Source: an optimization exercise on an open RTL-to-GDS flow (aim: small area). Production flows keep margins and buffers that such runs may drop.
Only simulation tests tie the RTL to the original design; equivalence was not proved.
Power is estimated from default activity; no workload was simulated.

==> flow/design.v <==
module xi_ext_req_queue #(
  parameter int ADDR_W       = 20,
  parameter int DATA_W       = 160,
  parameter int DEPTH        = 8,
  parameter int AFULL_THRESH = 6
) (
  input  logic                       clk,
  input  logic                       rst_n,
  input  logic                       i_flush,
  input  logic                       i_clr_err,
  input  logic                       i_ext_rd_en,
  input  logic [ADDR_W-1:0]          i_ext_rd_addr,
  input  logic                       i_ext_wr_en,
  input  logic [ADDR_W-1:0]          i_ext_wr_addr,
  input  logic [DATA_W-1:0]          i_ext_wr_data,
  output logic [DATA_W-1:0]          o_ext_rd_data,
  output logic                       o_ext_rd_valid,
  output logic                       o_almost_full,
  output logic [$clog2(DEPTH):0]     o_occupancy,
  output logic                       o_overflow,
  output logic                       o_unexpected_rsp,
  output logic                       bus_req_valid,
  input  logic                       bus_req_ready,
  output logic                       bus_req_is_wr,
  output logic [ADDR_W-1:0]          bus_req_addr,
  output logic [DATA_W-1:0]          bus_req_wdata,
  input  logic                       bus_rsp_valid,
  input  logic [DATA_W-1:0]          bus_rsp_data
);
  localparam int AW = $clog2(DEPTH);
  localparam int OW = AW + 1;
  localparam int CW = AW + 2;
  logic              r_is_wr [DEPTH];
  logic [ADDR_W-1:0] r_addr  [DEPTH];
  logic [DATA_W-1:0] r_wdata [DEPTH];
  logic [AW-1:0]     r_rd_ptr, r_wr_ptr;
  logic [OW-1:0]     r_occ;
  logic [CW-1:0]     r_outst;
  logic              r_ovf, r_unexp, r_rd_valid;
  logic [DATA_W-1:0] r_rd_data;
  logic              w_valid, w_pop, w_rd_pop, w_push_wr, w_push_rd;
  logic              w_ovf_set, w_unexp_set;
  logic [OW-1:0]     w_free;
  logic [AW-1:0]     w_rd_slot;
  assign w_valid     = r_occ != '0;
  assign w_pop       = w_valid && bus_req_ready && !i_flush;
  assign w_rd_pop    = w_pop && !r_is_wr[r_rd_ptr];
  assign w_free      = OW'(DEPTH) - r_occ + OW'(w_pop);
  assign w_push_wr   = i_ext_wr_en && !i_flush && w_free != '0;
  assign w_push_rd   = i_ext_rd_en && !i_flush && w_free > OW'(w_push_wr);
  assign w_rd_slot   = r_wr_ptr + AW'(w_push_wr);
  assign w_ovf_set   = !i_flush && ((i_ext_wr_en && !w_push_wr) || (i_ext_rd_en && !w_push_rd));
  assign w_unexp_set = bus_rsp_valid && !w_rd_pop && r_outst == '0;
  assign bus_req_valid    = w_valid && !i_flush;
  assign bus_req_is_wr    = w_valid ? r_is_wr[r_rd_ptr] : 1'b0;
  assign bus_req_addr     = w_valid ? r_addr[r_rd_ptr]  : '0;
  assign bus_req_wdata    = w_valid ? r_wdata[r_rd_ptr] : '0;
  assign o_occupancy      = r_occ;
  assign o_almost_full    = r_occ >= OW'(AFULL_THRESH);
  assign o_overflow       = r_ovf;
  assign o_unexpected_rsp = r_unexp;
  assign o_ext_rd_data    = r_rd_data;
  assign o_ext_rd_valid   = r_rd_valid;
  always_ff @(posedge clk) begin
    if (w_push_wr) begin
      r_is_wr[r_wr_ptr] <= 1'b1;
      r_addr[r_wr_ptr]  <= i_ext_wr_addr;
      r_wdata[r_wr_ptr] <= i_ext_wr_data;
    end
    if (w_push_rd) begin
      r_is_wr[w_rd_slot] <= 1'b0;
      r_addr[w_rd_slot]  <= i_ext_rd_addr;
      r_wdata[w_rd_slot] <= '0;
    end
  end
  always_ff @(posedge clk or negedge rst_n) begin
    if (!rst_n) begin
      r_rd_ptr <= '0;
      r_wr_ptr <= '0;
      r_occ    <= '0;
    end else if (i_flush) begin
      r_rd_ptr <= '0;
      r_wr_ptr <= '0;
      r_occ    <= '0;
    end else begin
      r_rd_ptr <= r_rd_ptr + AW'(w_pop);
      r_wr_ptr <= r_wr_ptr + AW'(w_push_wr) + AW'(w_push_rd);
      r_occ    <= r_occ + OW'(w_push_wr) + OW'(w_push_rd) - OW'(w_pop);
    end
  end
  always_ff @(posedge clk or negedge rst_n) begin
    if (!rst_n) r_outst <= '0;
    else if (w_rd_pop && !bus_rsp_valid) r_outst <= r_outst + 1'b1;
    else if (!w_rd_pop && bus_rsp_valid && r_outst != '0) r_outst <= r_outst - 1'b1;
  end
  always_ff @(posedge clk or negedge rst_n) begin
    if (!rst_n) begin
      r_rd_data  <= '0;
      r_rd_valid <= 1'b0;
    end else begin
      r_rd_valid <= bus_rsp_valid;
      if (bus_rsp_valid) r_rd_data <= bus_rsp_data;
    end
  end
  always_ff @(posedge clk or negedge rst_n) begin
    if (!rst_n) begin
      r_ovf   <= 1'b0;
      r_unexp <= 1'b0;
    end else begin
      r_ovf   <= w_ovf_set   || (r_ovf   && !i_clr_err);
      r_unexp <= w_unexp_set || (r_unexp && !i_clr_err);
    end
  end
endmodule
==> flow/run.sh <==
#!/bin/bash
# synth_recipe.tcl (not shown) runs the flow's synth.tcl, then flattens the netlist and writes it again
# the make line also repeats each setting of config.mk as NAME=value (left out here)
make -C /OpenROAD-flow-scripts/flow DESIGN_CONFIG=/design/flow/config.mk WORK_HOME=/design/flow/orfs CLKGATE_MAP_FILE= SYNTH_SCRIPT=/design/flow/synth_recipe.tcl finish
==> flow/config.mk <==
export PLATFORM = sky130hd
export DESIGN_NAME = xi_ext_req_queue
export DESIGN_NICKNAME = xi_ext_req_queue
export VERILOG_FILES = /design/flow/design.v
export SDC_FILE = /design/flow/constraint.sdc
export NUM_CORES = 4
export LEC_CHECK = 0
export CAP_MARGIN = 20
export CORE_MARGIN = 2
export CORE_UTILIZATION = 40
export SLEW_MARGIN = 20
==> flow/constraint.sdc <==
create_clock -name core_clock -period 6.0 [get_ports {clk}]
set_input_delay 1.2000 -clock core_clock [delete_from_list [all_inputs] [get_ports {clk}]]
set_output_delay 1.2000 -clock core_clock [all_outputs]
set_load 0.01 [all_outputs]
==> run notes <==
## registers in the layout, summed over array words and instances (netlist names)
name,flops
r_wr_ptr,3
r_is_wr,8
r_outst,5
r_occ,4
r_addr,160
r_unexp,1
r_wdata,1280
r_rd_valid,1
r_rd_ptr,3
r_ovf,1
r_rd_data,160
## critical path: stages (launching register included)
cell	delay, ps
dfrtp_1	480
inv_1	160
ha_1	190
or3b_2	470
nand2_1	120
ha_1	200
inv_1	50
ha_1	180
xor2_1	170
nor2b_2	180
nand2_1	80
o21ai_0	270
inv_1	120
ha_1	300
or2_0	230
a311o_1	370
buf_4	210
nor4b_4	300
buf_12	270
buf_12	340
a21oi_1	80
## power by group
part	leakage, µW	internal, µW	switching, µW	total, µW
Sequential	0.0141	13700	1250	14900
Combinational	0.0124	5410	7860	13300
Clock	0.00304	6730	4820	11500
Total	0.0295	25800	13900	39800
## metal layers
metal / up-vias / wire, µm / track usage / part of all wire
met5: - / 93 / 0 / 0.00034
met4: 16 / 8806 / 0.1099 / 0.032
met3: 440 / 20520 / 0.04586 / 0.075
met2: 3047 / 130800 / 0.4465 / 0.48
met1: 32400 / 112600 / 0.3767 / 0.41
li1: 28250 / - / - / -
## logic make-up (layout without fill, tap and decap cells)
group,count (synthesis),after routing
buf+inv,1055,1246
fa+ha+maj,21,21
xor+xnor,12,12
simple gates,1533,1533
compound gates,2597,2597
flops,1626,1626
mux,871,871
other cells,0,33
## cells in the mapped netlist, types with 2 or more instances
master and count:
ha_1 18, buf_2 185, clkbuf_1 649, nor2_1 203
nor3_2 2, and2_1 2, nand2_1 9, mux2i_1 188
inv_1 19, xor2_1 4, mux4_2 360, nor4b_4 2
nor4_2 2, dfxtp_1 1288, buf_4 76, nor3b_1 3
o21ai_0 1283, a311o_1 2, mux2_2 315, nand2b_1 4
dfrtp_1 178, mux2_1 8, nor2b_1 10, xnor2_1 8
a21o_1 9, nor2b_2 2, fa_1 3, a311oi_1 2
edfxtp_1 160, buf_1 122, a22oi_1 2, nand3_1 1285
buf_6 4, a21oi_1 1291
## through the flow
| step | area, µm² | util | setup WS [ps] |
|---|---|---|---|
| 2_1_floorplan | 74180 | - | 1080 |
| 3_3_place_gp | 82820 | 0.4481 | 283.7 |
| 3_5_place_dp | 82820 | 0.4481 | 337.9 |
| 4_1_cts | 89000 | 0.4815 | 815.9 |
| 5_1_grt | 89060 | 0.4818 | 615.8 |
| 6_report | 89080 | 0.4819 | 921.5 |
## final timing paths
| kind | slack [ps] | end | start | cells past startpoint |
|---|---|---|---|---|
| max | 920 | r_wdata[6][88] | r_occ[2] | 20 |
| min | 400 | r_rd_data[40] | rst_n | 1 |
| max reg2reg | 920 | r_wdata[6][88] | r_occ[2] | 20 |
| min reg2reg | 470 | r_is_wr[6] | r_is_wr[6] | 2 |
| max in group asynchronous | 4410 | r_rd_data[8] | rst_n | 2 |
| min in group core_clock | 470 | r_is_wr[6] | r_is_wr[6] | 2 |
## cell type report
class / count / share of cell area
flip-flops and latches: 1626 / 0.3935
multi-input cells: 5034 / 0.3902
repair buffers: 893 / 0.1105
clock buffers: 259 / 0.05948
well taps: 2480 / 0.03483
clock inverters: 75 / 0.009832
diodes: 33 / 0.0009270
inverters: 19 / 0.0008006
==> out/metrics.yaml <==
status: "complete, no violations"
synthSimpleGateAreaFrac: 0.1014
synth_cell_types: 51
syn_avg_cell_area_um2: 9.615
async_reset_ff_frac: 0.1095
ys_seq_elements: 1626
fp.coreArea_mm2: 0.1848
viasPerCell: 6.158
grt_pass1_vias: 62440
power_uw: 39760
antenna_found_initial: 59
synth_xor_area_frac: 0.001417
muxShareOfSynthArea: 0.1837
grt_first_pass_wirelength_um: 405900
min_period_ps: 5078
ctsResizeCount: 0
ys_warn_count: 1
seq_area_frac_synth: 0.4724
start_util: 0.4013
rsz0062_at_grt: "no"
crit_required_ps: 6690
fmax_mhz: 196.9
post_cts_buffers: 0
nFillCells: 16850
first_pass_iters: 7
fin_nets: 8144
syn-num-nets: 8104
skew_ps: 38.84
worst-setup-path-type: "flop to flop"
syn_inst: 7715
cts_made_buffers: 181
power_leakage_uw: 0.02952
grt_max_degree: 219
io_pins: 718
post-place-cells: 10050
dp_hpwl_um: 155000
vdd_ir_drop_max_v: 0.0003522
yosys_most_used_dff: "dfxtp_1"
cts_max_path_buffers: 3
seq_area_mm2: 0.03505
routedWlPerCell_um: 26.18
finalSetupTns_ps: 0
place.gp.congestion: 0.9428
synthAdderAreaFrac: 0.003846
synth_compound_area_frac: 0.1764
synth_top_area_frac: 0.3476
synth_area_leaders: "dfxtp_1 35%, mux4_2 11%, a21oi_1 8.7%"
synth_top_family_by_area: "multiplexers"
timing_hold_violations_final: 0
crit_path_max_fanout: 61
synth_edf_count: 160
setup_violations: 0
hold_path_class: "input port to asynchronous set/reset pin"
grt_util_all_layers: 0.2790
routed_wl_um: 272800
fin_cells: 10420
grt_overflow: 0
maxSlewHeadroom: 0.2088
drv_slew: 0
multi_input_area_mm2: 0.03476
syn_area_mm2: 0.07418
hold_buffers: 0
rows: 158
cts.sink_count: 1626
portBuffers: 717
first_iter_violations: 7386
drv_cap: 0
hold_ws_ps: 396.0
final_common_cell: "a21oi_1"
die_y_um: 434.6
clk_pin_slew_ps: 60
worst_slew_pin_slew_ps: 1187
cts_tree: "built"
area_delta_synth_final_pct: 20.09
final_cell_mix: "1291 x a21oi_1, 1288 x dfxtp_1, 1285 x nand3_1"
p_per_area_mw_per_mm2: 446.4
clock-root-buffer: "clkbuf_16"
clkLatencyLatePin_ps: 830
fp.dieArea_mm2: 0.1889
antenna_left: 0
drc_errors: 0
start_kind: "flop"
drive_above_1_share: 0.1486
endpoint_kind: "flop"
yosysTopAreaCell: "dfxtp_1"
fin_crit_sh: 0.8464
arrival_ps: 5770
vias: 64160
die-width_um: 434.6
ctsHtreeMaxLevel: 4

what the ideal ports hide:
No port has a modelled driver above. Below, the same layout with a new extraction and two added sets of constraints.
Step 1 assumes that a clkbuf_16 drives the clock port and a buf_2 every other input.
Step 2 also shifts input and output timing later by t, the mid clock arrival at the registers, as if the neighbouring blocks saw the same clock.
Slacks: ideal ports / drivers / drivers and shift; pairs: ideal ports / drivers.
t (ns): 0.913
setup slack, ns: 0.922 / 0.922 / 0.276
worst setup path after step 2: input to register
latest minus earliest clock arrival (ns): 0.056 / 0.056
After both steps setup and hold are still met in this run. The setup slack of this run moves by 0.000 ns with the drivers and by -0.646 ns with both steps.
